From an optimization exercise on the open Yosys and OpenROAD flow, aimed at a short achievable clock period and few clock cycles; shortcuts taken in it are not production practice.
In this exercise RTL edits were held to simulation tests only and were not proved equivalent to the original.
Power figures rest on the tool's default switching activity, not on a simulated workload.

<file path="design/flow/flow/run.sh">
#!/bin/bash
# Standard ORFS layout (the standard.sh, standard synthesis unchanged), with
# timing repair asked to leave 7.2 ns of setup slack at the design's 11 ns clock,
# so that it optimises for the period the design can reach. make's full output
# goes to standard.log; each ORFS step keeps its own log under orfs/logs/.
set -euo pipefail
bash standard.sh SETUP_SLACK_MARGIN=7.2 finish > standard.log 2>&1
</file>
<file path="design/flow/standard.sh">
#!/bin/bash
# synth_recipe.tcl (not shown) runs the flow's synth.tcl, then flattens the netlist and writes it again
# the make line also repeats each setting of config.mk as NAME=value (left out here)
make -C /OpenROAD-flow-scripts/flow DESIGN_CONFIG=/design/flow/config.mk WORK_HOME=/design/flow/orfs CLKGATE_MAP_FILE= SYNTH_SCRIPT=/design/flow/synth_recipe.tcl "${@:-finish}"
</file>
<file path="design/flow/config.mk">
export PLATFORM = sky130hd
export DESIGN_NAME = assoc_wb_cache
export DESIGN_NICKNAME = assoc_wb_cache
export VERILOG_FILES = /design/flow/design.v
export SDC_FILE = /design/flow/constraint.sdc
export NUM_CORES = 4
export LEC_CHECK = 0
export ABC_CLOCK_PERIOD_IN_PS = 1500
export CAP_MARGIN = 20
export CORE_MARGIN = 2
export CORE_UTILIZATION = 55
export SLEW_MARGIN = 20
</file>
<file path="design/flow/constraint.sdc">
create_clock -name core_clock -period 11.0 [get_ports {clk}]
set_input_delay 2.2000 -clock core_clock [delete_from_list [all_inputs] [get_ports {clk}]]
set_output_delay 2.2000 -clock core_clock [all_outputs]
set_load 0.01 [all_outputs]
</file>
<file path="design/flow/design.v">
module assoc_wb_cache #(
    parameter int LINE_SIZE = 16,
    parameter int NUM_SETS  = 16,
    parameter int NUM_WAYS  = 2
) (
    input  logic                          clk,
    input  logic                          reset,
    input  logic                          is_input_valid,
    input  logic [31:0]                   addr,
    input  logic                          mem_rw,
    input  logic [31:0]                   din,
    input  logic [3:0]                    byte_en,
    output logic                          is_ready,
    output logic                          is_output_valid,
    output logic [31:0]                   dout,
    output logic                          is_hit,
    output logic                          mem_req_valid,
    input  logic                          mem_req_ready,
    output logic                          mem_req_write,
    output logic [31-$clog2(LINE_SIZE):0] mem_req_addr,
    output logic [8*LINE_SIZE-1:0]        mem_req_data,
    input  logic                          mem_resp_valid,
    input  logic [8*LINE_SIZE-1:0]        mem_resp_data,
    output logic [31:0]                   hit_count,
    output logic [31:0]                   miss_count
);
    localparam int OFF_W  = $clog2(LINE_SIZE);
    localparam int IDX_W  = $clog2(NUM_SETS);
    localparam int TAG_W  = 32 - IDX_W - OFF_W;
    localparam int LA_W   = 32 - OFF_W;
    localparam int WSEL_W = OFF_W - 2;
    localparam int LINE_W = 8 * LINE_SIZE;
    localparam int WORDS  = LINE_SIZE / 4;
    logic st_idle, st_hit, st_fill_req, st_wb, st_wait, st_done;
    logic [LINE_W-1:0] data0_q  [NUM_SETS];
    logic [LINE_W-1:0] data1_q  [NUM_SETS];
    logic [TAG_W-1:0]  tag0_q   [NUM_SETS];
    logic [TAG_W-1:0]  tag1_q   [NUM_SETS];
    logic [NUM_SETS-1:0] valid0_q, valid1_q, dirty0_q, dirty1_q;
    logic [NUM_SETS-1:0] lru_q;      
    logic [TAG_W-1:0]  rtag_q;
    logic [IDX_W-1:0]  ridx_q;
    logic [WSEL_W-1:0] rwsel_q;
    logic              rrw_q;
    logic [31:0]       rdin_q;
    logic [3:0]        rbe_q;
    logic              way_q;        
    logic              victim_q;
    logic              got_resp_q;
    logic              miss_new_q;   
    logic              nready_q, ovalid_q, ishit_q, rvalid_q, rwrite_q;
    logic [LA_W-1:0]   raddr_q;
    logic [31:0]       dout_q;
    logic [LINE_W-1:0] wb_data_q;
    logic [LINE_W-1:0] resp_buf_q;
    logic [LINE_W-1:0] fill_src;
    logic [TAG_W-1:0]  tag;
    logic [IDX_W-1:0]  idx;
    logic [WSEL_W-1:0] wsel;
    logic [NUM_SETS-1:0] sel, eq0, eq1;
    logic [NUM_SETS*WORDS-1:0] wsel_oh;
    logic              m0, m1, hit;
    logic [31:0]       w0, w1;
    logic              victim, victim_dirty;
    logic [LINE_W-1:0] rline0, rline1;
    logic [LINE_W-1:0] wdata;
    logic [LINE_SIZE-1:0] we0 [NUM_SETS];
    logic [LINE_SIZE-1:0] we1 [NUM_SETS];
    logic              write_hit;
    logic              fill_now;
    logic              req_acc;
    logic              n_idle, n_hit, n_fill_req, n_wb, n_wait, n_done;
    logic              unused_addr_bits;
    function automatic logic [31:0] sat_inc(input logic [31:0] v);
        sat_inc = (v == 32'hFFFF_FFFF) ? v : v + 32'd1;
    endfunction
    assign tag              = addr[31 -: TAG_W];
    assign idx              = addr[OFF_W +: IDX_W];
    assign wsel             = addr[2 +: WSEL_W];
    assign unused_addr_bits = ^addr[1:0];
    always_comb begin
        for (int s = 0; s < NUM_SETS; s++) begin
            sel[s] = (idx == IDX_W'(s));
            eq0[s] = valid0_q[s] && (tag0_q[s] == tag);
            eq1[s] = valid1_q[s] && (tag1_q[s] == tag);
            for (int k = 0; k < WORDS; k++)
                wsel_oh[s * WORDS + k] = (idx == IDX_W'(s)) && (wsel == WSEL_W'(k));
        end
        m0 = |(eq0 & sel);
        m1 = |(eq1 & sel);
        w0 = '0;
        w1 = '0;
        for (int s = 0; s < NUM_SETS; s++)
            for (int k = 0; k < WORDS; k++) begin
                w0 = w0 | ({32{wsel_oh[s * WORDS + k]}} & data0_q[s][k * 32 +: 32]);
                w1 = w1 | ({32{wsel_oh[s * WORDS + k]}} & data1_q[s][k * 32 +: 32]);
            end
    end
    assign hit = m0 || m1;
    assign rline0       = data0_q[ridx_q];
    assign rline1       = data1_q[ridx_q];
    assign victim       = !valid0_q[ridx_q] ? 1'b0 : (!valid1_q[ridx_q] ? 1'b1 : lru_q[ridx_q]);
    assign victim_dirty = victim ? (valid1_q[ridx_q] && dirty1_q[ridx_q])
                                 : (valid0_q[ridx_q] && dirty0_q[ridx_q]);
    assign write_hit  = st_hit && rrw_q && (rbe_q != 4'b0000);
    assign fill_now   = (mem_resp_valid && (st_wait || (st_wb && mem_req_ready))) ||
                        (st_wb && mem_req_ready && got_resp_q);
    assign fill_src   = got_resp_q ? resp_buf_q : mem_resp_data;
    assign req_acc    = rvalid_q && mem_req_ready;
    assign is_ready        = !nready_q;
    assign is_output_valid = ovalid_q;
    assign is_hit          = ishit_q;
    assign dout            = dout_q;
    assign mem_req_valid   = rvalid_q;
    assign mem_req_write   = rwrite_q;
    assign mem_req_addr    = raddr_q;
    assign mem_req_data    = wb_data_q;
    assign n_idle     = (st_idle && !is_input_valid) || st_hit || st_done;
    assign n_hit      = st_idle && is_input_valid && hit;
    assign n_fill_req = (st_idle && is_input_valid && !hit) || (st_fill_req && !mem_req_ready);
    assign n_wb       = (st_fill_req && mem_req_ready && victim_dirty) || (st_wb && !mem_req_ready);
    assign n_wait     = (st_fill_req && mem_req_ready && !victim_dirty) ||
                        (st_wb && mem_req_ready && !got_resp_q && !mem_resp_valid) ||
                        (st_wait && !mem_resp_valid);
    assign n_done     = (st_wb && mem_req_ready && (got_resp_q || mem_resp_valid)) ||
                        (st_wait && mem_resp_valid);
    always_ff @(posedge clk or negedge reset) begin
        if (!reset) begin
            st_idle     <= 1'b1;
            st_hit      <= 1'b0;
            st_fill_req <= 1'b0;
            st_wb       <= 1'b0;
            st_wait     <= 1'b0;
            st_done     <= 1'b0;
            nready_q    <= 1'b0;
            ovalid_q    <= 1'b0;
            ishit_q     <= 1'b0;
            rvalid_q    <= 1'b0;
            rwrite_q    <= 1'b0;
            valid0_q    <= '0;
            valid1_q    <= '0;
            dirty0_q    <= '0;
            dirty1_q    <= '0;
            lru_q       <= '1;
            hit_count   <= 32'd0;
            miss_count  <= 32'd0;
            victim_q    <= 1'b0;
            got_resp_q  <= 1'b0;
            miss_new_q  <= 1'b0;
        end else begin
            st_idle     <= n_idle;
            st_hit      <= n_hit;
            st_fill_req <= n_fill_req;
            st_wb       <= n_wb;
            st_wait     <= n_wait;
            st_done     <= n_done;
            nready_q    <= !(n_idle || n_hit || n_done);
            ovalid_q    <= n_hit || n_done;
            ishit_q     <= n_hit;
            rvalid_q    <= n_fill_req || n_wb;
            rwrite_q    <= n_wb;
            if (st_hit) begin
                hit_count     <= sat_inc(hit_count);
                lru_q[ridx_q] <= !way_q;
                if (write_hit) begin
                    if (way_q) dirty1_q[ridx_q] <= 1'b1;
                    else       dirty0_q[ridx_q] <= 1'b1;
                end
            end
            miss_new_q <= st_idle && is_input_valid && !hit;
            if (miss_new_q) begin
                miss_count <= sat_inc(miss_count);
                got_resp_q <= 1'b0;
            end
            if (st_fill_req) victim_q <= victim;
            if (st_wb && mem_resp_valid && !mem_req_ready) got_resp_q <= 1'b1;
            if (fill_now) begin
                lru_q[ridx_q] <= !victim_q;
                if (victim_q) begin
                    valid1_q[ridx_q] <= 1'b1;
                    dirty1_q[ridx_q] <= rrw_q && (rbe_q != 4'b0000);
                end else begin
                    valid0_q[ridx_q] <= 1'b1;
                    dirty0_q[ridx_q] <= rrw_q && (rbe_q != 4'b0000);
                end
            end
        end
    end
    always_ff @(posedge clk) begin
        rtag_q  <= tag;
        ridx_q  <= idx;
        rwsel_q <= wsel;
        rrw_q   <= mem_rw;
        rdin_q  <= din;
        rbe_q   <= byte_en;
        way_q   <= m1;
        if (fill_now) dout_q <= fill_src[int'(rwsel_q) * 32 +: 32];
        else          dout_q <= m1 ? w1 : w0;
        if (n_wb) raddr_q <= {(victim ? tag1_q[ridx_q] : tag0_q[ridx_q]), ridx_q};
        else      raddr_q <= addr[31:OFF_W];
        wb_data_q <= victim ? rline1 : rline0;
        if (st_wb && mem_resp_valid) resp_buf_q <= mem_resp_data;
    end
    always_comb begin
        for (int b = 0; b < LINE_SIZE; b++) begin
            if (fill_now && !(rrw_q && (int'(rwsel_q) == b / 4) && rbe_q[b % 4]))
                wdata[b * 8 +: 8] = fill_src[b * 8 +: 8];
            else
                wdata[b * 8 +: 8] = rdin_q[(b % 4) * 8 +: 8];
        end
        for (int s = 0; s < NUM_SETS; s++)
            for (int b = 0; b < LINE_SIZE; b++) begin
                we0[s][b] = (ridx_q == IDX_W'(s)) &&
                            ((fill_now && !victim_q) ||
                             (write_hit && !way_q && (int'(rwsel_q) == b / 4) && rbe_q[b % 4]));
                we1[s][b] = (ridx_q == IDX_W'(s)) &&
                            ((fill_now && victim_q) ||
                             (write_hit && way_q && (int'(rwsel_q) == b / 4) && rbe_q[b % 4]));
            end
    end
    always_ff @(posedge clk) begin
        for (int s = 0; s < NUM_SETS; s++)
            for (int b = 0; b < LINE_SIZE; b++) begin
                if (we0[s][b]) data0_q[s][b * 8 +: 8] <= wdata[b * 8 +: 8];
                if (we1[s][b]) data1_q[s][b * 8 +: 8] <= wdata[b * 8 +: 8];
            end
        if (fill_now) begin
            if (victim_q) tag1_q[ridx_q] <= rtag_q;
            else          tag0_q[ridx_q] <= rtag_q;
        end
    end
endmodule
</file>
==> impl_metrics.toml, run 1 <==
[run_status]
error = "[ERROR GRT-0232] Routing congestion too high. Check the congestion heatmap in the GUI."
lastStage = "5_1_grt"
outcome = "aborted with a tool error"

[clock_tree]
cts-root-buf = "clkbuf_16"
clockBufferDepth = 4
h-tree-depth = 6
cts_buffers = 579
cts_sinks = 5404
hold_buffers = 0

[logic_synthesis]
synth_edf_count = 4992
synth_warnings = 5
syn-num-nets = 15750
syn_inst = 15540
ys.flop_type = "edfxtp_1"
synthArstFlopShare_pct = 2.887
ys_top_cells_by_area = "edfxtp_1, a22oi_1, mux4_2"
synth_top_area_share_pct = 64.56
ys_top_cells_by_count = "edfxtp_1, a22oi_1, xnor2_1"
syn_area_per_cell_sq_um = 14.94
ys_ff_latch = 5404
yosysTopAreaCell = "edfxtp_1"
ys_seq_area_share_pct = 68.46
synth_cell_type_count = 81
synth_most_common_cell = "edfxtp_1"
synth_area_sq_um = 232200

[placed_design]
gp_congestion = 1.094
numPortBuffers = 456
dpl.hpwl_microns = 801000

[grt]
grt_max_degree = 106
overflow = 1
track_usage_pct = 72.05

[die]
initial_core_util_pct = 55.26
pin_count = 459
rows = 238
die_y_microns = 653.7
die_w_microns = 653.7
## kinds of logic after synthesis
logic type / share of synthesized area [%]
flops: 68.46
compound gates: 15.35
simple gates: 6.245
buf+inv: 2.605
xor+xnor: 3.149
mux: 4.150
fa+ha+maj: 0.03772
## power groups by stage
| stage | Sequential [mW] | Combinational, mW | Clock [mW] |
|---|---|---|---|
| after CTS | 23.4 | 6.05 | 20.0 |
| after detailed placement | 23.8 | 4.93 | 0 |
| after global placement | 23.8 | 4.89 | 0 |
| after floorplan | 23.7 | 2.14 | 0 |
## metrics by stage
| step | area (sq um) | worst slack, ps | hold WS (ps) | instances |
|---|---|---|---|---|
| floorplan | 240100 | 6484 | 444.4 | 15540 |
| global placement | 249900 | 2980 | 412.2 | 20900 |
| detailed placement | 250000 | 3834 | 424.7 | 20900 |
| CTS | 295200 | 6946 | 438.4 | 23450 |
## worst max-delay path by stage
stage | depth (start not counted) | slack (ps) | endpoint | from
3_5_place_dp | 11 | 3830 | dout_q[17] | addr[6]
2_1_floorplan | 2 | 6480 | resp_buf_q[0] | mem_resp_valid
4_1_cts | 9 | 6950 | data1_q[11][66] | mem_req_ready
3_3_place_gp | 10 | 2980 | dout_q[2] | addr[3]
## per-layer routing
metal / GRT overflow / track usage (%)
met5: 0 / 46.51
met4: 0 / 63.71
met3: 0 / 63.78
met2: 1 / 81.57
met1: 0 / 74.95
## repair_timing
item / CTS
cloned: 227
resized for setup: 2626
pin swaps: 651
setup endpoints to repair: 9545
buffers inserted: 1264
Testbench counts, summed over its fixed seeds: cycles 77,659.
==> inputs of run 2 (changes only) <==
--- a/design/flow/design.v
+++ b/design/flow/design.v
@@ -58,11 +58,10 @@
     logic [IDX_W-1:0]  idx;
     logic [WSEL_W-1:0] wsel;
     logic [NUM_SETS-1:0] sel, eq0, eq1;
-    logic [NUM_SETS*WORDS-1:0] wsel_oh;
     logic              m0, m1, hit;
     logic [31:0]       w0, w1;
     logic              victim, victim_dirty;
-    logic [LINE_W-1:0] rline0, rline1;
+    logic [LINE_W-1:0] line0, line1;    
     logic [LINE_W-1:0] wdata;
     logic [LINE_SIZE-1:0] we0 [NUM_SETS];
     logic [LINE_SIZE-1:0] we1 [NUM_SETS];
@@ -83,28 +82,28 @@
             sel[s] = (idx == IDX_W'(s));
             eq0[s] = valid0_q[s] && (tag0_q[s] == tag);
             eq1[s] = valid1_q[s] && (tag1_q[s] == tag);
-            for (int k = 0; k < WORDS; k++)
-                wsel_oh[s * WORDS + k] = (idx == IDX_W'(s)) && (wsel == WSEL_W'(k));
         end
         m0 = |(eq0 & sel);
         m1 = |(eq1 & sel);
+        line0 = '0;
+        line1 = '0;
+        for (int s = 0; s < NUM_SETS; s++) begin
+            line0 = line0 | ({LINE_W{sel[s]}} & data0_q[s]);
+            line1 = line1 | ({LINE_W{sel[s]}} & data1_q[s]);
+        end
         w0 = '0;
         w1 = '0;
-        for (int s = 0; s < NUM_SETS; s++)
-            for (int k = 0; k < WORDS; k++) begin
-                w0 = w0 | ({32{wsel_oh[s * WORDS + k]}} & data0_q[s][k * 32 +: 32]);
-                w1 = w1 | ({32{wsel_oh[s * WORDS + k]}} & data1_q[s][k * 32 +: 32]);
-            end
+        for (int k = 0; k < WORDS; k++) begin
+            w0 = w0 | ({32{wsel == WSEL_W'(k)}} & line0[k * 32 +: 32]);
+            w1 = w1 | ({32{wsel == WSEL_W'(k)}} & line1[k * 32 +: 32]);
+        end
     end
     assign hit = m0 || m1;
-    assign rline0       = data0_q[ridx_q];
-    assign rline1       = data1_q[ridx_q];
     assign victim       = !valid0_q[ridx_q] ? 1'b0 : (!valid1_q[ridx_q] ? 1'b1 : lru_q[ridx_q]);
     assign victim_dirty = victim ? (valid1_q[ridx_q] && dirty1_q[ridx_q])
                                  : (valid0_q[ridx_q] && dirty0_q[ridx_q]);
     assign write_hit  = st_hit && rrw_q && (rbe_q != 4'b0000);
-    assign fill_now   = (mem_resp_valid && (st_wait || (st_wb && mem_req_ready))) ||
-                        (st_wb && mem_req_ready && got_resp_q);
+    assign fill_now   = st_done;
     assign fill_src   = got_resp_q ? resp_buf_q : mem_resp_data;
     assign req_acc    = rvalid_q && mem_req_ready;
     assign is_ready        = !nready_q;
@@ -173,7 +172,7 @@
                 got_resp_q <= 1'b0;
             end
             if (st_fill_req) victim_q <= victim;
-            if (st_wb && mem_resp_valid && !mem_req_ready) got_resp_q <= 1'b1;
+            if ((st_wb || st_wait) && mem_resp_valid) got_resp_q <= 1'b1;
             if (fill_now) begin
                 lru_q[ridx_q] <= !victim_q;
                 if (victim_q) begin
@@ -194,17 +193,17 @@
         rdin_q  <= din;
         rbe_q   <= byte_en;
         way_q   <= m1;
-        if (fill_now) dout_q <= fill_src[int'(rwsel_q) * 32 +: 32];
+        if (n_done) dout_q <= fill_src[int'(rwsel_q) * 32 +: 32];
         else          dout_q <= m1 ? w1 : w0;
         if (n_wb) raddr_q <= {(victim ? tag1_q[ridx_q] : tag0_q[ridx_q]), ridx_q};
         else      raddr_q <= addr[31:OFF_W];
-        wb_data_q <= victim ? rline1 : rline0;
-        if (st_wb && mem_resp_valid) resp_buf_q <= mem_resp_data;
+        wb_data_q <= victim ? line1 : line0;
+        if (mem_resp_valid) resp_buf_q <= mem_resp_data;
     end
     always_comb begin
         for (int b = 0; b < LINE_SIZE; b++) begin
             if (fill_now && !(rrw_q && (int'(rwsel_q) == b / 4) && rbe_q[b % 4]))
-                wdata[b * 8 +: 8] = fill_src[b * 8 +: 8];
+                wdata[b * 8 +: 8] = resp_buf_q[b * 8 +: 8];
             else
                 wdata[b * 8 +: 8] = rdin_q[(b % 4) * 8 +: 8];
         end
--- a/design/flow/config.mk
+++ b/design/flow/config.mk
@@ -8,5 +8,5 @@
 export ABC_CLOCK_PERIOD_IN_PS = 1500
 export CAP_MARGIN = 20
 export CORE_MARGIN = 2
-export CORE_UTILIZATION = 55
+export CORE_UTILIZATION = 45
 export SLEW_MARGIN = 20
==> run 2 against run 1 <==
Now fails the layout checks on capacitance limit, slew limit. Synthesized area decreased by 8.8%. Synthesized cell count fell by 20%.
==> impl_metrics.toml, run 2 <==
[sta]
setup-tns-final_ps = 0
hold_viol_final = 0
worstMarginPinSlew_ps = 1598
post-route-min-period_ps = 4376
fin_skew_ps = 49.15
slew_viol_final = 26
fmax_ghz = 0.2285
max_slew_margin_pct = -6.507
min_period_over_period_pct = 39.78
finalWorstSetupSlack_ps = 6624
rsz0062_at_grt = "yes"
setup_violations = 0

[finish]
top_regs = "data0_q x2048, data1_q x2048"
fillerInstances = 36150
layout_common_cells = "edfxtp_1, a22oi_1, clkbuf_16, buf_4, xnor2_1"
area_growth_pct = 19.90
final_core_utilization_pct = 54.24
mostFrequentLayoutCell = "edfxtp_1"
nNetsFinal = 13600
drive_above_1_share_pct = 25.07

[grt]
antenna_found_initial = 100
grt_pass1_wl_microns = 1132000
track_usage_pct = 35.08
overflow = 0
grt_max_degree = 99
first_global_vias = 129700

[die]
core_sq_um = 467900
die_w_microns = 689.9
pin_count = 459
initial_core_util_pct = 45.24
die_area_sq_um = 475900
die_y_microns = 689.9
rows = 251

[min_path]
hp-class = "reg2reg"
min_to = "lru_q[1]"
worstHoldStart = "lru_q[1]"
whs_path_depth = 2

[logic_synthesis]
synth_warnings = 5
synth_top_area_share_pct = 70.81
syn_inst = 12350
ys_top_cells_by_count = "edfxtp_1, a22oi_1, nor2_1"
synthArstFlopShare_pct = 2.887
synth_area_sq_um = 211700
synth_most_common_cell = "edfxtp_1"
ys_top_cells_by_area = "edfxtp_1, a22oi_1, mux4_2"
ys_seq_area_share_pct = 75.09
synth_edf_count = 4992
ys_ff_latch = 5404
syn-num-nets = 12560
syn_area_per_cell_sq_um = 17.14
ys.flop_type = "edfxtp_1"
yosysTopAreaCell = "edfxtp_1"
synth_cell_type_count = 82

[clock_tree]
clockBufferDepth = 4
cts_sinks = 5404
hold_buffers = 0
clk_latency_ps = 1120
cts_tree = "built"
cts_buffers = 565
cts-root-buf = "clkbuf_16"
h-tree-depth = 6
clkTransAtPathRegs_ps = 60

[placed_design]
dpl.hpwl_microns = 475600
numPortBuffers = 456
place_ws_ps = 3610
gp_congestion = 0.9543

[worst_setup_path]
startpoint = "addr[6]"
critical_path_class = "in2reg"
rr_startpoint = "st_done"
endpoint_kind = "flip-flop"
crit_arrival_ps = 5310
startpoint_type = "primary input"
r2r_setup_slack_ps = 6920
worstPathRequired_ps = 11940
cp_max_fo = 7
rr_worst_depth = 5
rr_endpoint = "data1_q[2][80]"

[drt]
remaining_drc_errors = 0
drtPass1Iterations = 7
finalWirelength_microns = 862800
wl_per_cell_microns = 42.93
drt_iter0_markers = 25120
ant_nets = 0
vias_per_cell = 6.875
vias = 138200

[power]
pwr-share-clk_pct = 40.0
leakagePower_nw = 81.77
netSwitchingFraction_pct = 24.84
peakVddDrop_uv = 175.6
power_frac_comb_pct = 9.8
internal_power_mw = 35.24
power_frac_seq_pct = 50.3
p_per_area_nw_per_um2 = 184.7
switchingPower_mw = 11.64

[run_status]
so.violations = "capacitance limit, slew limit"
outcome = "finished with violations"

[run]
max-cap-violations = 1
## run 2: layout make-up
| class | count | area, sq um | area share, % |
|---|---|---|---|
| Clock buffer | 752 | 15540 | 6.122 |
| Antenna cell | 55 | 137.6 | 0.05422 |
| Timing Repair Buffer | 1285 | 15960 | 6.287 |
| Tap cell | 6198 | 7755 | 3.055 |
| Multi-Input combinational cell | 6112 | 52810 | 20.81 |
| Sequential cell | 5404 | 159300 | 62.75 |
| Inverter | 22 | 86.33 | 0.03401 |
| Clock inverter | 270 | 2257 | 0.8893 |
## run 2: through the flow
step / instance area (sq um) / hold WS, ps / cells / total power, mW
3_5_place_dp: 223100 / 476.7 / 18460 / 27.77
4_1_cts: 251100 / 490.1 / 19940 / 46.58
5_1_grt: 253700 / 494.2 / 20060 / 47.73
6_report: 253800 / 490.3 / 20100 / 46.88
3_3_place_gp: 223100 / 461.5 / 18450 / 27.72
2_1_floorplan: 213300 / 444.2 / 12350 / 25.58
## run 2: cell families after synthesis
logic type	share of synthesized area (%)
compound gates	9.143
buf+inv	2.072
simple gates	4.951
flops	75.09
mux	5.263
fa+ha+maj	0.04137
xor+xnor	3.442
## run 2: per-layer routing
| metal | GRT usage, % | share of wire [%] |
|---|---|---|
| met1 | 45.40 | 34 |
| met2 | 50.46 | 42 |
| met3 | 12.60 | 16 |
| met4 | 21.69 | 7.7 |
| met5 | 0.3233 | 0.065 |
## run 2: worst max-delay path by stage
stage / slack [ps] / endpoint
after floorplan: 6820 / dout_q[26]
after global placement: 3650 / dout_q[18]
after detailed placement: 3610 / dout_q[18]
after CTS: 6740 / dout_q[19]
after global routing: 6700 / dout_q[19]
final: 6620 / dout_q[19]
## run 2: power groups by stage
stage	Combinational [mW]	Clock, mW	Sequential [mW]
6_report	4.59	18.7	23.6
5_1_grt	4.65	19.5	23.5
4_1_cts	4.31	18.7	23.5
3_5_place_dp	3.87	0	23.9
3_3_place_gp	3.83	0	23.9
2_1_floorplan	1.91	0	23.7
## run 2: critical path, stage by stage
cell and delay, ps:
bufbuf_16 280, buf_4 140, and4b_4 330, buf_12 180
buf_4 180, nand4_1 150, nor4_2 410, a22oi_1 130
and4_4 260, nand4_4 150, buf_12 180, buf_12 150
buf_16 210, a21boi_2 200, o31ai_2 80
## run 2: what timing repair did
| action | in CTS | in global routing |
|---|---|---|
| pin swaps | 109 | 52 |
| gates cloned | 104 | 23 |
| endpoints found under the setup margin | 5862 | 2254 |
| gates resized for setup | 2439 | 295 |
| setup buffers | 355 | 76 |
Testbench counts of run 2, summed over its fixed seeds: cycles 77,659.
==> inputs of run 3 (changes only) <==
--- a/design/flow/design.v
+++ b/design/flow/design.v
@@ -194,7 +194,7 @@
         rbe_q   <= byte_en;
         way_q   <= m1;
         if (n_done) dout_q <= fill_src[int'(rwsel_q) * 32 +: 32];
-        else          dout_q <= m1 ? w1 : w0;
+        else        dout_q <= {(m0 ? w0[31:16] : w1[31:16]), (m1 ? w1[15:0] : w0[15:0])};
         if (n_wb) raddr_q <= {(victim ? tag1_q[ridx_q] : tag0_q[ridx_q]), ridx_q};
         else      raddr_q <= addr[31:OFF_W];
         wb_data_q <= victim ? line1 : line0;
==> design/flow/flow/run.sh (replaced) <==
#!/bin/bash
# Standard ORFS layout (the standard.sh, standard synthesis unchanged), with
# timing repair asked to leave 7.3 ns of setup slack at the design's 11 ns clock,
# so that it optimises for the period the design can reach. make's full output
# goes to standard.log; each ORFS step keeps its own log under orfs/logs/.
set -euo pipefail
bash standard.sh SETUP_SLACK_MARGIN=7.3 finish > standard.log 2>&1
==> run 3 against run 2 <==
The run now finishes clean. Die area decreased by 0.55%. Maximum frequency grew 1.8%. Sequential share of layout area fell by 0.36 points. Final area up 0.58%. First-iteration DRC count down 3.2%. Non-clock buffer count up 50. Critical path type unchanged.
==> impl_metrics.toml, run 3 <==
[run_status]
outcome = "complete, no violations"

[clock_tree]
cts_buffers = 565
h-tree-depth = 6
clkTransAtPathRegs_ps = 60
cts_sinks = 5404
clk_latency_ps = 1140
cts_tree = "built"
hold_buffers = 0
clockBufferDepth = 4
cts-root-buf = "clkbuf_16"

[worst_setup_path]
crit_top_cell = "nand4_1"
cp_max_fo = 34
cp_top_family = "simple AND/OR/NAND/NOR gates"
crit_arrival_ps = 5330
cp_cell_sequence = "buf_2 > clkbuf_8 > xnor2_1 > nand4_1 > nor3_1 > a22oi_1 > nand4_1 > buf_6 > nor2_4 > buf_12 > mux2_4 > o21ai_1"
critical_path_class = "in2reg"
endpoint_kind = "flip-flop"
rr_startpoint = "ridx_q[1]"
crit_buf_inv = 4
crit_slowest_cell = "nor3_1"
r2r_setup_slack_ps = 7090
startpoint_type = "primary input"
worstPathRequired_ps = 12030
rr_endpoint = "data0_q[10][58]"
rr_worst_depth = 5
startpoint = "addr[17]"
cpPeakStageDelay_ps = 560

[logic_synthesis]
ys_seq_area_share_pct = 75.50
syn-num-nets = 12490
syn_area_per_cell_sq_um = 17.14
synth_area_sq_um = 210500
synth_most_common_cell = "edfxtp_1"
ys_top_cells_by_area = "edfxtp_1, a22oi_1, mux4_2"
synthArstFlopShare_pct = 2.887
synth_warnings = 5
yosysTopAreaCell = "edfxtp_1"
ys.flop_type = "edfxtp_1"
ys_ff_latch = 5404
synth_cell_type_count = 79
syn_inst = 12280
ys_top_cells_by_count = "edfxtp_1, a22oi_1, nor2_1"
synth_edf_count = 4992
synth_top_area_share_pct = 71.20

[drt]
wl_per_cell_microns = 41.27
vias_per_cell = 6.760
ant_nets = 0
drtPass1Iterations = 7
remaining_drc_errors = 0
vias = 135700
drt_iter0_markers = 24320
finalWirelength_microns = 828100

[grt]
first_global_vias = 127800
track_usage_pct = 33.50
use_met2_pct = 50.45
use_met3_pct = 10.79
overflow = 0
top_usage_layer = "met2"
met1_usage_pct = 42.79
grt_max_degree = 89
antenna_found_initial = 83
grt_pass1_wl_microns = 1086000

[sta]
fmax_ghz = 0.2327
whs_ps = 477.1
post-route-min-period_ps = 4297
min_period_over_period_pct = 39.06
max_slew_margin_pct = 13.15
setup-tns-final_ps = 0
slew_viol_final = 0
rsz0062_at_grt = "yes"
worstMarginPinSlew_ps = 1303
setup_violations = 0
hold_viol_final = 0
fin_skew_ps = 82.87

[finish]
drive_above_1_share_pct = 27.03
final_core_utilization_pct = 54.70
multiInputGateArea_sq_um = 52960
top_regs = "data0_q x2048, data1_q x2048"
area_growth_pct = 21.26
final_area_sq_um = 255300
layout_common_cells = "edfxtp_1, a22oi_1, xnor2_1, clkbuf_16, buf_4"
mostFrequentLayoutCell = "edfxtp_1"
fillerInstances = 35850
regArea_sq_um = 159300
nNetsFinal = 13570

[run]
max-cap-violations = 0

[min_path]
hp-class = "reg2reg"
whs_path_depth = 2
worstHoldStart = "lru_q[1]"
min_to = "lru_q[1]"

[die]
die_area_sq_um = 473300
pin_count = 459
rows = 251
core_sq_um = 466700
die_y_microns = 688.0
die_w_microns = 688.0
initial_core_util_pct = 45.11

[power]
power_frac_comb_pct = 9.9
pwr-share-clk_pct = 40.5
p_per_area_nw_per_um2 = 185.1
power_frac_seq_pct = 49.6
internal_power_mw = 35.59
switchingPower_mw = 11.65
p_total_mw = 47.25
netSwitchingFraction_pct = 24.66
leakagePower_nw = 81.75
peakVddDrop_uv = 217.1

[placed_design]
numPortBuffers = 456
gp_congestion = 0.9524
dpl.hpwl_microns = 461100
dpl-instance-area_sq_um = 222200
## run 3: changes by cell type in the layout (fill, tap and decap cells not counted), moves of 63 or more
cell / before / now
dfxtp_2: 52 / 136
xnor2_1: 449 / 819
buf_6: 188 / 253
nor4_1: 127 / 39
xor2_1: 362 / 11
nor2_1: 272 / 200
nor2_2: 397 / 468
nand3_1: 290 / 353
## run 3: routing by layer
layer | wire length [microns] | share of wire [%] | vias to the layer above
met2 | 367500 | 44 | 11760
met1 | 281200 | 34 | 69300
met4 | 57610 | 7.0 | 54
met3 | 121200 | 15 | 2301
li1 | - | - | 52270
met5 | 612 | 0.074 | -
## run 3: cell families (layout without fill, tap and decap cells)
group,count (synthesis),after routing,share of synthesized area [%]
flip-flops,5404,5404,75.50
AO/OA/AOI/OAI,2461,2461,9.097
AND/OR/NAND/NOR,2036,2042,4.707
buffers and inverters,843,2377,1.779
XOR/XNOR,831,831,3.457
multiplexers,700,700,5.415
adder cells (fa/ha/maj),7,7,0.04160
other,0,49,0
## run 3: timing repair
action | CTS | global route
cloned | 93 | 35
pin swaps | 136 | 127
setup endpoints to repair | 4928 | 2519
gates resized for setup | 2576 | 463
setup buffers | 351 | 130
## run 3: power groups by stage
| stage | Clock (mW) | Combinational, mW | Sequential, mW |
|---|---|---|---|
| after global routing | 20.0 | 4.74 | 23.5 |
| final | 19.1 | 4.68 | 23.5 |
| after detailed placement | 0 | 3.83 | 23.8 |
| after global placement | 0 | 3.77 | 23.8 |
| after CTS | 19.1 | 4.34 | 23.4 |
| after floorplan | 0 | 1.92 | 23.7 |
## run 3: worst max-delay path by stage
stage | endpoint | depth (start not counted)
3_3_place_gp | dout_q[4] | 12
2_1_floorplan | dout_q[13] | 10
6_report | dout_q[28] | 12
4_1_cts | dout_q[4] | 13
3_5_place_dp | dout_q[12] | 11
5_1_grt | dout_q[4] | 14
## run 3: tightest hold or removal path, stage by stage, from the launching register on
cell	delay [ps]
dfstp_2	370
nand2_1	50
o31ai_1	60
## run 3: final cells by class
cell class | count | share of cell area, %
sequential | 5404 | 62.39
multi-input combinational | 6041 | 20.74
timing repair buffer | 1335 | 6.543
clock buffer | 744 | 5.997
tap | 6198 | 3.038
clock inverter | 282 | 1.218
antenna | 49 | 0.04803
inverter | 16 | 0.02353
## run 3: stage by stage
step           setup WS, ps  std cells
3_5_place_dp           3628      18380
6_report               6703      20070
2_1_floorplan          6646      12280
5_1_grt                6750      20030
3_3_place_gp           3677      18380
4_1_cts                6807      19850
Testbench counts of run 3, summed over its fixed seeds: cycles 77,659.
==> inputs of run 4 (changes only) <==
--- a/design/flow/config.mk
+++ b/design/flow/config.mk
@@ -6,7 +6,7 @@
 export NUM_CORES = 4
 export LEC_CHECK = 0
 export ABC_CLOCK_PERIOD_IN_PS = 1500
-export CAP_MARGIN = 20
+export CAP_MARGIN = 30
 export CORE_MARGIN = 2
-export CORE_UTILIZATION = 45
-export SLEW_MARGIN = 20
+export CORE_UTILIZATION = 50
+export SLEW_MARGIN = 30
==> run 4 against run 3 <==
Still clean on timing, DRC and antenna. Count of clock-buffer cells in the layout rose by 4. Routed wire length fell by 3.2%. Maximum frequency fell by 3.3%. Worst hold slack improved by 21 ps. Largest power group unchanged. Largest cell class unchanged. First-iteration DRC count rose by 1.2%.
==> impl_metrics.toml, run 4 <==
[logic_synthesis]
synth_cell_type_count = 79
syn-num-nets = 12490
ys.flop_type = "edfxtp_1"
synth_area_sq_um = 210500
synth_top_area_share_pct = 71.20
synth_warnings = 5
synth_edf_count = 4992
syn_inst = 12280
synthArstFlopShare_pct = 2.887
ys_top_cells_by_area = "edfxtp_1, a22oi_1, mux4_2"
synth_most_common_cell = "edfxtp_1"
ys_ff_latch = 5404
yosysTopAreaCell = "edfxtp_1"
ys_seq_area_share_pct = 75.50
ys_top_cells_by_count = "edfxtp_1, a22oi_1, nor2_1"
syn_area_per_cell_sq_um = 17.14

[clock_tree]
h-tree-depth = 6
clk_latency_ps = 1090
cts_tree = "built"
clkTransAtPathRegs_ps = 60
cts-root-buf = "clkbuf_16"
cts_sinks = 5404
clockBufferDepth = 4
cts_buffers = 566

[power]
p_per_area_nw_per_um2 = 186.5
p_total_mw = 46.74
leakagePower_nw = 80.11
peakVddDrop_uv = 173.6

[grt]
met1_usage_pct = 47.54
overflow = 0
antenna_found_initial = 41
track_usage_pct = 35.68
use_met3_pct = 8.489
top_usage_layer = "met2"
grt_max_degree = 87
grt_pass1_wl_microns = 1047000
first_global_vias = 125400
use_met2_pct = 54.77

[finish]
mostFrequentLayoutCell = "edfxtp_1"
area_growth_pct = 19.02
fillerInstances = 30540
nNetsFinal = 13380
layout_common_cells = "edfxtp_1, a22oi_1, xnor2_1, clkbuf_16, nor2_2"
drive_above_1_share_pct = 24.87
top_regs = "data0_q x2048, data1_q x2048"
final_core_utilization_pct = 59.72

[worst_setup_path]
rr_worst_depth = 7
crit_buf_inv = 6
worstPathRequired_ps = 11960
crit_arrival_ps = 5400
crit_top_cell = "buf_12"
cp_max_fo = 8
rr_endpoint = "data1_q[4][34]"
startpoint_type = "primary input"
rr_startpoint = "rbe_q[1]"
cp_top_family = "simple AND/OR/NAND/NOR gates"
crit_slowest_cell = "nand4_1"
endpoint_kind = "flip-flop"
r2r_setup_slack_ps = 7200
cpPeakStageDelay_ps = 590
cp_cell_sequence = "buf_4 > buf_12 > buf_12 > xnor2_1 > nand4_1 > nor3_1 > a22oi_1 > nand4_1 > buf_6 > nor2_4 > buf_12 > buf_4 > a21boi_2 > o31ai_1"
critical_path_class = "in2reg"

[placed_design]
dpl.hpwl_microns = 452900
numPortBuffers = 456
gp_congestion = 0.9442

[sta]
setup-tns-final_ps = 0
post-route-min-period_ps = 4445
whs_ps = 497.8
fmax_ghz = 0.2250
max_slew_margin_pct = 22.53
setup_violations = 0
worstMarginPinSlew_ps = 1158
fin_skew_ps = 92.09
rsz0062_at_grt = "yes"
hold_viol_final = 0
slew_viol_final = 0
min_period_over_period_pct = 40.41

[die]
pin_count = 459
die_w_microns = 652.9
core_sq_um = 419600
die_area_sq_um = 426300
rows = 238
initial_core_util_pct = 50.18
die_y_microns = 652.9

[drt]
drt_iter0_markers = 24610
vias_per_cell = 6.955
wl_per_cell_microns = 41.78
remaining_drc_errors = 0
drtPass1Iterations = 8
finalWirelength_microns = 801900
ant_nets = 0
vias = 133500

[run]
max-cap-violations = 0

[min_path]
whs_path_depth = 1
worstHoldStart = "dirty1_q[11]"
hp-class = "reg2reg"
min_to = "dirty1_q[11]"

[run_status]
outcome = "complete, no violations"
## run 4: cells by family after synthesis
| group | after synthesis | share of synthesized area (%) |
|---|---|---|
| AO/OA/AOI/OAI | 2461 | 9.097 |
| buffers and inverters | 843 | 1.779 |
| adder cells (fa/ha/maj) | 7 | 0.04160 |
| AND/OR/NAND/NOR | 2036 | 4.707 |
| XOR/XNOR | 831 | 3.457 |
| flip-flops | 5404 | 75.50 |
| multiplexers | 700 | 5.415 |
## run 4: stage by stage
step	setup slack [ps]	std cells	cell area [sq um]
CTS	6850	19020	247100
global placement	3762	17700	221400
global route	6627	19170	250500
finish	6555	19190	250600
floorplan	6646	12280	212500
detailed placement	3778	17720	222200
## run 4: worst register-to-register path, stage by stage (launching register included)
cell     delay (ps)
dfxtp_1         300
buf_4           340
o41a_1          440
nand3_1         470
nor2_4          350
buf_12          230
a31oi_4         360
nor2_1          940
## run 4: where the power goes
group / internal [mW] / switching [mW]
Sequential: 23.0 / 0.324
Combinational: 1.52 / 2.92
Clock: 10.7 / 8.19
Total: 35.3 / 11.4
## run 4: final cells by class
class / count / area (sq um) / area share, %
clock buffers: 748 / 15370 / 6.132
repair buffers: 1148 / 13960 / 5.572
inverters: 16 / 60.06 / 0.02397
well taps: 5520 / 6907 / 2.756
multi-input cells: 6039 / 52190 / 20.83
diodes: 34 / 85.08 / 0.03395
clock inverters: 284 / 2790 / 1.114
flip-flops and latches: 5404 / 159200 / 63.54
## run 4: worst max-delay path by stage
stage                 endpoint  slack, ps     start  cells past startpoint
floorplan           dout_q[13]       6650   addr[7]                     10
global placement    dout_q[28]       3760   addr[5]                     13
detailed placement  dout_q[28]       3780   addr[5]                     13
CTS                 dout_q[29]       6850   addr[7]                     15
global route        dout_q[21]       6630   addr[7]                     15
finish              dout_q[17]       6550  addr[17]                     14
## run 4: what timing repair did
| item | 4_1_cts | 5_1_grt |
|---|---|---|
| endpoints found under the setup margin | 4967 | 757 |
| cloned | 62 | 45 |
| resized for setup | 2173 | 312 |
| hold buffers | 0 | 0 |
| pin swaps | 68 | 71 |
| setup buffers | 209 | 92 |
## run 4: layer usage
| metal | part of all wire (%) | up-vias |
|---|---|---|
| li1 | - | 51860 |
| met1 | 35 | 68520 |
| met2 | 45 | 11120 |
| met3 | 13 | 1970 |
| met4 | 6.4 | 24 |
| met5 | 0.025 | - |
==> inputs of run 5 (changes only) <==
--- a/design/flow/design.v
+++ b/design/flow/design.v
@@ -194,7 +194,10 @@
         rbe_q   <= byte_en;
         way_q   <= m1;
         if (n_done) dout_q <= fill_src[int'(rwsel_q) * 32 +: 32];
-        else        dout_q <= {(m0 ? w0[31:16] : w1[31:16]), (m1 ? w1[15:0] : w0[15:0])};
+        else        dout_q <= {((m1 || !m0) ? w1[31:24] : w0[31:24]),
+                               ((m1 && !m0) ? w1[23:16] : w0[23:16]),
+                               (!m0         ? w1[15:8]  : w0[15:8]),
+                               (m1          ? w1[7:0]   : w0[7:0])};
         if (n_wb) raddr_q <= {(victim ? tag1_q[ridx_q] : tag0_q[ridx_q]), ridx_q};
         else      raddr_q <= addr[31:OFF_W];
         wb_data_q <= victim ? line1 : line0;
--- a/design/flow/config.mk
+++ b/design/flow/config.mk
@@ -8,5 +8,5 @@
 export ABC_CLOCK_PERIOD_IN_PS = 1500
 export CAP_MARGIN = 30
 export CORE_MARGIN = 2
-export CORE_UTILIZATION = 50
+export CORE_UTILIZATION = 45
 export SLEW_MARGIN = 30
==> run 5 against run 4 <==
Synthesized cell count about the same. Clock power about the same. Utilization decreased by 4.9 points. Non-clock buffer count increased by 144. Setup slack improved by 30 ps. Maximum frequency increased by 0.69%. Largest cell class unchanged. Highest routed layer unchanged.
==> impl_metrics.toml, run 5 <==
[run]
max-cap-violations = 0

[die]
initial_core_util_pct = 45.15
pin_count = 459
core_sq_um = 466700
die_area_sq_um = 473700
rows = 251
die_y_microns = 688.2
die_w_microns = 688.2

[finish]
layout_common_cells = "edfxtp_1, a22oi_1, xnor2_1, clkbuf_16, nor2_2"
nNetsFinal = 13540
top_regs = "data0_q x2048, data1_q x2048"
final_area_sq_um = 255700
area_growth_pct = 21.35
drive_above_1_share_pct = 27.55
mostFrequentLayoutCell = "edfxtp_1"

[min_path]
hp-class = "reg2reg"
whs_path_depth = 2
worstHoldStart = "dirty1_q[15]"
min_to = "dirty1_q[15]"

[clock_tree]
hold_buffers = 0
cts-root-buf = "clkbuf_16"
cts_sinks = 5404
clockBufferDepth = 4
clk_latency_ps = 1110
cts_tree = "built"
h-tree-depth = 6
clkTransAtPathRegs_ps = 60
cts_buffers = 568

[grt]
top_usage_layer = "met2"
antenna_found_initial = 62
grt_max_degree = 91
use_met3_pct = 9.491
overflow = 0
first_global_vias = 127700
met1_usage_pct = 43.27
grt_pass1_wl_microns = 1083000
use_met2_pct = 50.36
track_usage_pct = 33.30

[logic_synthesis]
ys_ff_latch = 5404
ys_top_cells_by_count = "edfxtp_1, a22oi_1, nor2_1"
synthArstFlopShare_pct = 2.887
syn_area_per_cell_sq_um = 17.16
synth_area_sq_um = 210700
ys_seq_area_share_pct = 75.45
synth_most_common_cell = "edfxtp_1"
synth_cell_type_count = 71
syn-num-nets = 12490
ys_top_cells_by_area = "edfxtp_1, a22oi_1, mux4_2"
synth_warnings = 5
synth_top_area_share_pct = 71.15
synth_edf_count = 4992
ys.flop_type = "edfxtp_1"
syn_inst = 12280
yosysTopAreaCell = "edfxtp_1"

[worst_setup_path]
crit_arrival_ps = 5390
endpoint_kind = "flip-flop"
critical_path_class = "in2reg"
rr_endpoint = "data1_q[8][80]"
r2r_setup_slack_ps = 7160
startpoint_type = "primary input"
rr_startpoint = "st_done"
cp_max_fo = 25
rr_worst_depth = 4
worstPathRequired_ps = 11970

[drt]
vias = 135900
ant_nets = 0
drtPass1Iterations = 8
drt_iter0_markers = 24550
remaining_drc_errors = 0
vias_per_cell = 6.791
finalWirelength_microns = 835700
wl_per_cell_microns = 41.75

[sta]
post-route-min-period_ps = 4415
finalWorstSetupSlack_ps = 6585
worstMarginPinSlew_ps = 1189
fmax_ghz = 0.2265
max_slew_margin_pct = 20.46
slew_viol_final = 0
fin_skew_ps = 43.31
rsz0062_at_grt = "yes"
min_period_over_period_pct = 40.13
setup_violations = 0
whs_ps = 486.1
setup-tns-final_ps = 0
hold_viol_final = 0

[placed_design]
numPortBuffers = 456
dpl.hpwl_microns = 441300
dpl-instance-area_sq_um = 223500
place_ws_ps = 3634
gp_congestion = 0.9384

[power]
peakVddDrop_uv = 185.6
p_total_mw = 47.30
p_per_area_nw_per_um2 = 185.0
leakagePower_nw = 81.87

[run_status]
outcome = "complete, no violations"
==> run 5: changes by cell type after synthesis, moves of 58 or more <==
cell     before  now
nor2_1      824  917
buf_2       288  393
xor2_1       11   69
mux4_2      329  393
nand3_1     369  453
buf_1       138   73
a22o_1      428  368
==> run 5: worst max-delay path, cell delays in order <==
cell	delay [ps]
buf_4	320
buf_12	300
xnor2_1	260
nand4_1	250
or3_1	470
o32a_1	260
nand4_1	250
or2_4	210
buf_12	140
buf_16	220
o31ai_4	100
buf_6	160
or2_1	210
==> run 5: report_power, final <==
part	switching (mW)	internal, mW
Sequential	0.374	23.1
Clock	8.17	10.8
Combinational	3.16	1.71
==> run 5: metrics by stage <==
| step | utilization [%] | cells |
|---|---|---|
| after floorplan | - | 12280 |
| after global placement | 47.74 | 18350 |
| after detailed placement | 47.89 | 18370 |
| after CTS | 53.73 | 19780 |
| after global routing | 54.77 | 19990 |
| final | 54.79 | 20020 |
==> run 5: cell type report <==
| type | instances | area [sq um] |
|---|---|---|
| repair buffers | 1292 | 17170 |
| flip-flops and latches | 5404 | 159200 |
| multi-input cells | 6048 | 53300 |
| fillers | 35710 | 211000 |
| clock inverters | 293 | 2646 |
| inverters | 17 | 63.81 |
| clock buffers | 736 | 15430 |
| diodes | 28 | 70.07 |
| well taps | 6198 | 7755 |
==> run 5: per-layer routing <==
| metal | vias up | share of wire [%] |
|---|---|---|
| li1 | 52070 | - |
| met1 | 69520 | 34 |
| met2 | 11890 | 44 |
| met3 | 2406 | 14 |
| met4 | 38 | 7.2 |
| met5 | - | 0.034 |
==> run 5: how the worst max path moves through the flow <==
| stage | startpoint | endpoint |
|---|---|---|
| floorplan | addr[6] | dout_q[4] |
| global placement | addr[6] | dout_q[6] |
| detailed placement | addr[6] | dout_q[6] |
| CTS | addr[16] | rvalid_q |
| global route | addr[6] | rvalid_q |
| finish | addr[29] | rvalid_q |
==> run 5: repair_timing <==
action / in CTS / in global routing
pin swaps: 94 / 110
setup buffers: 259 / 148
gates cloned: 119 / 58
resized for setup: 2279 / 461
setup endpoints to repair: 4690 / 1698
==> run 5: cell families (layout without fill, tap and decap cells) <==
group,Yosys count,count (layout),synth area share [%]
adders and majority gates,7,7,0.04157
AOI/OAI and AO/OA,2366,2366,8.659
other,0,28,0
muxes,702,702,5.758
buffers and inverters,835,2338,1.825
DFF,5404,5404,75.45
and+or+nand+nor,2133,2140,4.807
xor gates and xnor gates,833,833,3.463
Testbench counts of run 5, summed over its fixed seeds: cycles 77,659.
==> inputs of run 6 (changes only) <==
==> design/flow/flow/run.sh (replaced) <==
#!/bin/bash
# Standard ORFS layout (the standard.sh, standard synthesis unchanged), with
# timing repair asked to leave 7.7 ns of setup slack at the design's 11 ns clock,
# so that it optimises for the period the design can reach. make's full output
# goes to standard.log; each ORFS step keeps its own log under orfs/logs/.
set -euo pipefail
bash standard.sh SETUP_SLACK_MARGIN=7.7 finish > standard.log 2>&1
==> run 6 against run 5 <==
Largest power group unchanged. First-iteration DRC count rose by 16%. Synthesized cell count did not move. Via count rose by 6.2%. Maximum frequency increased by 3.5%. Largest cell class unchanged.
==> impl_metrics.toml, run 6 <==
[run_status]
outcome = "complete, no violations"

[clock_tree]
hold_buffers = 0
clkTransAtPathRegs_ps = 60
cts_tree = "built"
clk_latency_ps = 1160
cts-root-buf = "clkbuf_16"
clockBufferDepth = 4
cts_sinks = 5404
cts_buffers = 563
h-tree-depth = 6

[sta]
hold_viol_final = 0
min_period_over_period_pct = 38.77
slew_viol_final = 0
fmax_ghz = 0.2345
rsz0062_at_grt = "yes"
max_slew_margin_pct = 17.69
whs_ps = 432.6
setup-tns-final_ps = 0
worstMarginPinSlew_ps = 1235
fin_skew_ps = 86.72
post-route-min-period_ps = 4265
setup_violations = 0

[placed_design]
numPortBuffers = 456
dpl.hpwl_microns = 452900
gp_congestion = 0.9565
dpl-instance-area_sq_um = 223900

[logic_synthesis]
synth_most_common_cell = "edfxtp_1"
synth_edf_count = 4992
syn_inst = 12280
synth_cell_type_count = 71
synthArstFlopShare_pct = 2.887
ys_top_cells_by_area = "edfxtp_1, a22oi_1, mux4_2"
syn_area_per_cell_sq_um = 17.16
ys.flop_type = "edfxtp_1"
yosysTopAreaCell = "edfxtp_1"
ys_top_cells_by_count = "edfxtp_1, a22oi_1, nor2_1"
synth_warnings = 5
synth_top_area_share_pct = 71.15
ys_seq_area_share_pct = 75.45
syn-num-nets = 12490
synth_area_sq_um = 210700
ys_ff_latch = 5404

[drt]
drtPass1Iterations = 8
ant_nets = 0
vias = 144400
remaining_drc_errors = 0
finalWirelength_microns = 930400
drt_iter0_markers = 28400
wl_per_cell_microns = 45.37
vias_per_cell = 7.043

[worst_setup_path]
crit_slowest_cell = "or4_1"
cp_top_family = "simple AND/OR/NAND/NOR gates"
r2r_setup_slack_ps = 7440
worstPathRequired_ps = 12070
cp_cell_sequence = "buf_8 > buf_8 > xnor2_1 > nand4_1 > or4_1 > o32a_1 > nand4_1 > or2_4 > buf_12 > buf_16 > mux2_4 > a21oi_2"
startpoint_type = "primary input"
cpPeakStageDelay_ps = 470
cp_max_fo = 18
crit_arrival_ps = 5340
critical_path_class = "in2reg"
endpoint_kind = "flip-flop"
crit_buf_inv = 4

[power]
peakVddDrop_uv = 190.4
p_per_area_nw_per_um2 = 178.9
p_total_mw = 48.12
leakagePower_nw = 86.84

[finish]
top_regs = "data0_q x2048, data1_q x2048"
final_core_utilization_pct = 57.63
drive_above_1_share_pct = 33.08
mostFrequentLayoutCell = "edfxtp_1"
layout_common_cells = "edfxtp_1, a22oi_1, xnor2_1, clkbuf_16, buf_4"
area_growth_pct = 27.66
final_area_sq_um = 269000
nNetsFinal = 13970

[grt]
antenna_found_initial = 113
track_usage_pct = 37.96
first_global_vias = 132700
overflow = 0
grt_pass1_wl_microns = 1207000
grt_max_degree = 73

[run]
max-cap-violations = 0

[die]
die_y_microns = 688.2
pin_count = 459
die_area_sq_um = 473700
core_sq_um = 466700
die_w_microns = 688.2
rows = 251
initial_core_util_pct = 45.15

[min_path]
hp-class = "reg2reg"
[run 6: metal layers]
layer,part of all wire [%],global-route usage [%]
met1,32,47.94
met2,42,54.33
met3,17,14.48
met4,8.5,25.65
met5,0.079,0
[run 6: where the power goes]
| part | switching [mW] | internal (mW) |
|---|---|---|
| clock network | 8.26 | 10.6 |
| logic | 3.68 | 2.14 |
| registers | 0.359 | 23.1 |
| total | 12.3 | 35.8 |
[run 6: layout make-up]
class / count / area [sq um]
Clock inverter: 254 / 2217
Tap cell: 6198 / 7755
Sequential cell: 5404 / 159300
Timing Repair Buffer: 1728 / 25780
Clock buffer: 763 / 15540
Inverter: 17 / 63.81
Multi-Input combinational cell: 6048 / 58100
Fill cell: 34090 / 197700
Antenna cell: 93 / 232.7
[run 6: path summary, 6_finish.rpt]
path	from	end	cells past startpoint
worst min-delay path	rtag_q[9]	tag0_q[14][9]	0
worst min register to register	rtag_q[9]	tag0_q[14][9]	0
worst max-delay path	addr[16]	dout_q[6]	12
worst max register to register	ridx_q[0]	wb_data_q[11]	9
max in group asynchronous	reset	st_done	2
min in group asynchronous	reset	rvalid_q	1
[run 6: timing repair]
item / CTS / global route
resized for setup: 3528 / 445
gates cloned: 288 / 23
endpoints found under the setup margin: 8312 / 1611
setup buffers: 529 / 193
pin swaps: 415 / 267
[run 6: kinds of logic after synthesis]
| group | Yosys count | share of synthesized area [%] |
|---|---|---|
| AND/OR/NAND/NOR | 2133 | 4.807 |
| AO/OA/AOI/OAI | 2366 | 8.659 |
| flip-flops | 5404 | 75.45 |
| XOR/XNOR | 833 | 3.463 |
| multiplexers | 702 | 5.758 |
| adder cells (fa/ha/maj) | 7 | 0.04157 |
| buffers and inverters | 835 | 1.825 |
[run 6: through the flow]
stage | worst slack [ps] | instances
3_3_place_gp | 3722 | 18340
5_1_grt | 6764 | 20430
3_5_place_dp | 3651 | 18360
6_report | 6735 | 20510
2_1_floorplan | 6641 | 12280
4_1_cts | 6843 | 20190
==> inputs of run 7 (changes only) <==
--- a/design/flow/config.mk
+++ b/design/flow/config.mk
@@ -5,7 +5,7 @@
 export SDC_FILE = /design/flow/constraint.sdc
 export NUM_CORES = 4
 export LEC_CHECK = 0
-export ABC_CLOCK_PERIOD_IN_PS = 1500
+export ABC_CLOCK_PERIOD_IN_PS = 1000
 export CAP_MARGIN = 30
 export CORE_MARGIN = 2
 export CORE_UTILIZATION = 45
==> run 7 against run 6 <==
Still clean on timing, DRC and antenna. Final cell count did not move. Setup slack unchanged. Die area stayed put. Largest cell class unchanged. Largest power group unchanged. Highest routed layer unchanged.
==> impl_metrics.toml, run 7 <==
[run_status]
outcome = "complete, no violations"

[finish]
fillerInstances = 34090
nNetsFinal = 13970
area_growth_pct = 27.66
mostFrequentLayoutCell = "edfxtp_1"
drive_above_1_share_pct = 33.08
layout_common_cells = "edfxtp_1, a22oi_1, xnor2_1, clkbuf_16, buf_4"
top_regs = "data0_q x2048, data1_q x2048"
stdcell_count = 20510

[drt]
remaining_drc_errors = 0
vias = 144400
drtPass1Iterations = 8
drt_iter0_markers = 28400
vias_per_cell = 7.043
finalWirelength_microns = 930400
ant_nets = 0
wl_per_cell_microns = 45.37

[logic_synthesis]
syn_area_per_cell_sq_um = 17.16
synth_area_sq_um = 210700
yosysTopAreaCell = "edfxtp_1"
synth_warnings = 5
synth_top_area_share_pct = 71.15
synthArstFlopShare_pct = 2.887
synth_cell_type_count = 71
synth_edf_count = 4992
ys.flop_type = "edfxtp_1"
synth_most_common_cell = "edfxtp_1"
ys_ff_latch = 5404
ys_top_cells_by_area = "edfxtp_1, a22oi_1, mux4_2"
syn_inst = 12280
syn-num-nets = 12490
ys_top_cells_by_count = "edfxtp_1, a22oi_1, nor2_1"
ys_seq_area_share_pct = 75.45

[grt]
grt_max_degree = 73
overflow = 0
first_global_vias = 132700
antenna_found_initial = 113
track_usage_pct = 37.96
grt_pass1_wl_microns = 1207000

[power]
p_per_area_nw_per_um2 = 178.9
leakagePower_nw = 86.84
peakVddDrop_uv = 190.4

[sta]
setup_violations = 0
post-route-min-period_ps = 4265
hold_viol_final = 0
rsz0062_at_grt = "yes"
fin_skew_ps = 86.72
whs_ps = 432.6
min_period_over_period_pct = 38.77
setup-tns-final_ps = 0
max_slew_margin_pct = 17.69
slew_viol_final = 0
worstMarginPinSlew_ps = 1235
fmax_ghz = 0.2345

[worst_setup_path]
cp_max_fo = 18
startpoint_type = "primary input"
rr_worst_depth = 9
worstPathRequired_ps = 12070
endpoint_kind = "flip-flop"
crit_arrival_ps = 5340
critical_path_class = "in2reg"

[die]
pin_count = 459
die_area_sq_um = 473700
die_y_microns = 688.2
core_sq_um = 466700
rows = 251
initial_core_util_pct = 45.15
die_w_microns = 688.2

[clock_tree]
clockBufferDepth = 4
h-tree-depth = 6
cts_sinks = 5404
clkTransAtPathRegs_ps = 60
cts_buffers = 563
clk_latency_ps = 1160
cts-root-buf = "clkbuf_16"
cts_tree = "built"

[min_path]
whs_path_depth = 0
hp-class = "reg2reg"

[run]
max-cap-violations = 0

[placed_design]
numPortBuffers = 456
dp.cells = 18360
gp_congestion = 0.9565
dpl.hpwl_microns = 452900
run 7: cell counts in the layout (fill, tap and decap cells not counted):
Identical to the previous run, type by type.
run 7: path summary, 6_finish.rpt:
kind	start	end	slack [ps]
setup / recovery	addr[16]	dout_q[6]	6730
hold / removal	rtag_q[9]	tag0_q[14][9]	430
setup reg to reg	ridx_q[0]	wb_data_q[11]	7440
hold reg to reg	rtag_q[9]	tag0_q[14][9]	430
max in group asynchronous	reset	st_done	8740
min in group asynchronous	reset	rvalid_q	990
run 7: critical path: stages:
cell,delay (ps)
buf_8,240
buf_8,280
xnor2_1,150
nand4_1,230
or4_1,470
o32a_1,370
nand4_1,190
or2_4,190
buf_12,170
buf_16,220
mux2_4,380
a21oi_2,140
run 7: cells by family after synthesis:
family / share of synthesized area [%]
compound gates: 8.659
xor+xnor: 3.463
fa+ha+maj: 0.04157
buf+inv: 1.825
flops: 75.45
mux: 5.758
simple gates: 4.807
run 7: metrics by stage:
stage                     cell area [sq um]  total power [mW]  setup WS [ps]  utilization [%]
after floorplan                      213300             25.69           6641                -
after global placement               223200             27.91           3722            47.82
after detailed placement             223900             27.99           3651            47.98
after CTS                            264100             47.55           6843            56.58
after global routing                 268800             48.84           6764            57.59
final                                269000             48.12           6735            57.63
run 7: final cells by class:
cell class                 count  area, sq um  share of cell area [%]
antenna                       93        232.7                 0.08653
clock buffer                 763        15540                   5.777
clock inverter               254         2217                  0.8244
inverter                      17        63.81                 0.02373
multi-input combinational   6048        58100                   21.60
sequential                  5404       159300                   59.22
tap                         6198         7755                   2.883
timing repair buffer        1728        25780                   9.585
run 7: power by group:
part / total [mW] / leakage, nW / internal (mW) / switching, mW
clock network: 18.8 / 8.66 / 10.6 / 8.26
logic: 5.82 / 29.0 / 2.14 / 3.68
registers: 23.5 / 49.2 / 23.1 / 0.359
run 7: repair_timing:
item | in CTS | in global routing
cloned | 288 | 23
hold buffers | 0 | 0
pin swaps | 415 | 267
endpoints found under the setup margin | 8312 | 1611
buffers inserted | 529 | 193
resized for setup | 3528 | 445
run 7: routing by layer:
| metal | global-route usage (%) | wire length, microns | vias up |
|---|---|---|---|
| met5 | 0 | 733 | - |
| met4 | 25.65 | 78940 | 77 |
| met3 | 14.48 | 157500 | 3355 |
| met2 | 54.33 | 392600 | 14900 |
| met1 | 47.94 | 300600 | 72910 |
| li1 | - | - | 53170 |
==> inputs of run 8 (changes only) <==
==> design/flow/flow/run.sh (replaced) <==
#!/bin/bash
# Standard ORFS layout (the standard.sh, standard synthesis unchanged), with
# timing repair asked to leave 8.0 ns of setup slack at the design's 11 ns clock,
# so that it optimises for the period the design can reach. make's full output
# goes to standard.log; each ORFS step keeps its own log under orfs/logs/.
set -euo pipefail
bash standard.sh SETUP_SLACK_MARGIN=8.0 finish > standard.log 2>&1
--- a/design/flow/config.mk
+++ b/design/flow/config.mk
@@ -5,7 +5,7 @@
 export SDC_FILE = /design/flow/constraint.sdc
 export NUM_CORES = 4
 export LEC_CHECK = 0
-export ABC_CLOCK_PERIOD_IN_PS = 1000
+export ABC_CLOCK_PERIOD_IN_PS = 1500
 export CAP_MARGIN = 30
 export CORE_MARGIN = 2
 export CORE_UTILIZATION = 45
==> run 8 against run 7 <==
Still clean. Final cell count rose by 1.1%. Count of clock-buffer cells in the layout fell by 19. Clock power rose by 4%. Utilization rose by 1.1 points. Final area rose by 1.9%. Sequential share of layout area fell by 1.1 points. Non-clock buffer count rose by 240. Critical path type unchanged.
==> impl_metrics.toml, run 8 <==
[min_path]
min_to = "dirty1_q[15]"
worstHoldStart = "dirty1_q[15]"
hp-class = "reg2reg"
whs_path_depth = 2

[sta]
fin_skew_ps = 68.34
worstMarginPinSlew_ps = 1092
fmax_ghz = 0.2268
hold_viol_final = 0
finalWorstSetupSlack_ps = 6592
post-route-min-period_ps = 4408
slew_viol_final = 0
min_period_over_period_pct = 40.08
setup-tns-final_ps = 0
max_slew_margin_pct = 27.20
setup_violations = 0
rsz0062_at_grt = "yes"

[finish]
nNetsFinal = 14230
drive_above_1_share_pct = 34.83
stdcell_count = 20730
top_regs = "data0_q x2048, data1_q x2048"
layout_common_cells = "edfxtp_1, a22oi_1, xnor2_1, nor2_4, buf_4"
final_area_sq_um = 274200
fillerInstances = 33360
area_growth_pct = 30.13
mostFrequentLayoutCell = "edfxtp_1"

[worst_setup_path]
rr_endpoint = "wb_data_q[68]"
crit_arrival_ps = 5420
worstPathRequired_ps = 12010
rr_startpoint = "ridx_q[0]"
startpoint_type = "primary input"
critical_path_class = "in2reg"
endpoint_kind = "flip-flop"
cp_max_fo = 7
rr_worst_depth = 8
r2r_setup_slack_ps = 7540

[placed_design]
gp_congestion = 0.9466
dpl.hpwl_microns = 444700
dpl-instance-area_sq_um = 224000
numPortBuffers = 456
dp.cells = 18350
place_ws_ps = 3586

[logic_synthesis]
synthArstFlopShare_pct = 2.887
synth_warnings = 5
syn_inst = 12280
ys_ff_latch = 5404
synth_most_common_cell = "edfxtp_1"
yosysTopAreaCell = "edfxtp_1"
synth_top_area_share_pct = 71.15
ys_top_cells_by_count = "edfxtp_1, a22oi_1, nor2_1"
ys_seq_area_share_pct = 75.45
ys.flop_type = "edfxtp_1"
syn_area_per_cell_sq_um = 17.16
ys_top_cells_by_area = "edfxtp_1, a22oi_1, mux4_2"
synth_edf_count = 4992
synth_area_sq_um = 210700
syn-num-nets = 12490
synth_cell_type_count = 71

[drt]
vias = 143300
vias_per_cell = 6.915
remaining_drc_errors = 0
wl_per_cell_microns = 43.53
drt_iter0_markers = 27520
finalWirelength_microns = 902300
ant_nets = 0
drtPass1Iterations = 8

[die]
rows = 251
die_w_microns = 688.2
initial_core_util_pct = 45.15
pin_count = 459
die_y_microns = 688.2
die_area_sq_um = 473700
core_sq_um = 466700

[clock_tree]
clk_latency_ps = 1100
cts_sinks = 5404
cts-root-buf = "clkbuf_16"
cts_buffers = 566
clockBufferDepth = 4
h-tree-depth = 6
clkTransAtPathRegs_ps = 60
cts_tree = "built"

[grt]
track_usage_pct = 36.55
grt_max_degree = 96
antenna_found_initial = 73
grt_pass1_wl_microns = 1173000
first_global_vias = 134000
overflow = 0

[power]
peakVddDrop_uv = 148.2
leakagePower_nw = 88.93
p_total_mw = 49.03
p_per_area_nw_per_um2 = 178.8

[run]
max-cap-violations = 0

[run_status]
outcome = "complete, no violations"
==> run 8: cell counts after synthesis <==
Identical to the previous run, type by type.
==> run 8: per-stage QoR <==
stage	util, %	hold slack, ps
detailed placement	47.99	470.2
finish	58.75	483.2
global placement	47.80	467.5
CTS	57.55	482.2
floorplan	-	424.3
global route	58.73	504.6
==> run 8: critical path, stage by stage <==
cell      delay, ps
buf_16          140
buf_16          150
nor4bb_4        370
buf_12          200
buf_12          120
buf_16          140
buf_12          130
buf_16          160
buf_16          180
buf_12          130
buf_12          100
a22o_1          150
a221oi_2         40
nand3_1         170
nor2_2           70
mux4_2          460
mux2_4          290
a21oi_2         130
==> run 8: layer usage <==
layer,global-route usage (%),up-vias,wire [microns]
met3,11.85,3147,139400
li1,-,53640,-
met2,53.71,13560,387500
met4,25.16,40,78200
met5,0,-,315
met1,46.15,72920,296800
==> run 8: cell type report <==
type                            instances  area, sq um  area share (%)
Multi-Input combinational cell       6065        59960           21.87
Clock buffer                          744        15660           5.711
Clock inverter                        285         3077           1.122
Timing Repair Buffer                 1968        28320           10.33
Inverter                               17        67.56         0.02464
Tap cell                             6198         7755           2.828
Antenna cell                           44        110.1         0.04016
Sequential cell                      5404       159200           58.08
==> run 8: worst max path at each step <==
stage	from	endpoint	slack [ps]
after global placement	addr[7]	dout_q[11]	3610
final	addr[6]	dout_q[0]	6590
after detailed placement	addr[7]	dout_q[11]	3590
after floorplan	addr[6]	dout_q[4]	6640
after CTS	addr[5]	dout_q[5]	6700
after global routing	addr[6]	dout_q[5]	6610
==> run 8: kinds of logic after synthesis <==
logic type	count (synthesis)	share of synthesized area [%]
and+or+nand+nor	2133	4.807
buffers and inverters	835	1.825
muxes	702	5.758
DFF	5404	75.45
adders and majority gates	7	0.04157
AOI/OAI and AO/OA	2366	8.659
xor gates and xnor gates	833	3.463
==> run 8: repair_timing <==
item                                     CTS  global route
hold buffers                               0             0
pin swaps                                511           281
setup buffers                            809           210
endpoints found under the setup margin  9505          3009
cloned                                   236            35
resized for setup                       3823           511
==> run 8: power by group <==
group	switching, mW	internal (mW)
registers	0.339	23.1
clock network	8.31	11.3
logic	3.72	2.29

## port drivers added, routing unchanged
Ports are ideal in the flow. The routed layouts listed here were re-timed in OpenROAD. Step 1 assumes that a clkbuf_16 drives the clock port and a buf_2 every other input. Step 2 times the ports against the registers' clock, not the clock port: input delays grow and output delays shrink by t, the midpoint of the rising clock arrivals with the driver on. Slacks: ideal / step 1 / step 2; pairs: ideal / step 1.
| run | t, ns | slack for setup (ns) | hold slack, ns |
|---|---|---|---|
| run 2 | 1.217 | 6.624 / 6.386 / 5.169 | 0.490 / 0.490 / 0.490 |
| run 3 | 1.210 | 6.703 / 6.470 / 5.260 | 0.477 / 0.477 / 0.477 |
| run 4 | 1.169 | 6.555 / 6.324 / 5.155 | 0.498 / 0.498 / 0.498 |
| run 5 | 1.213 | 6.585 / 6.662 / 5.449 | 0.486 / 0.486 / 0.486 |
| run 6 | 1.249 | 6.735 / 6.812 / 5.563 | 0.433 / 0.433 / 0.433 |
| run 7 | 1.249 | 6.735 / 6.812 / 5.563 | 0.433 / 0.433 / 0.433 |
| run 8 | 1.191 | 6.592 / 6.633 / 5.443 | 0.483 / 0.483 / 0.483 |
The setup slack of run 2, which loses most, moves by -0.238 ns with the drivers and by -1.455 ns with both steps.
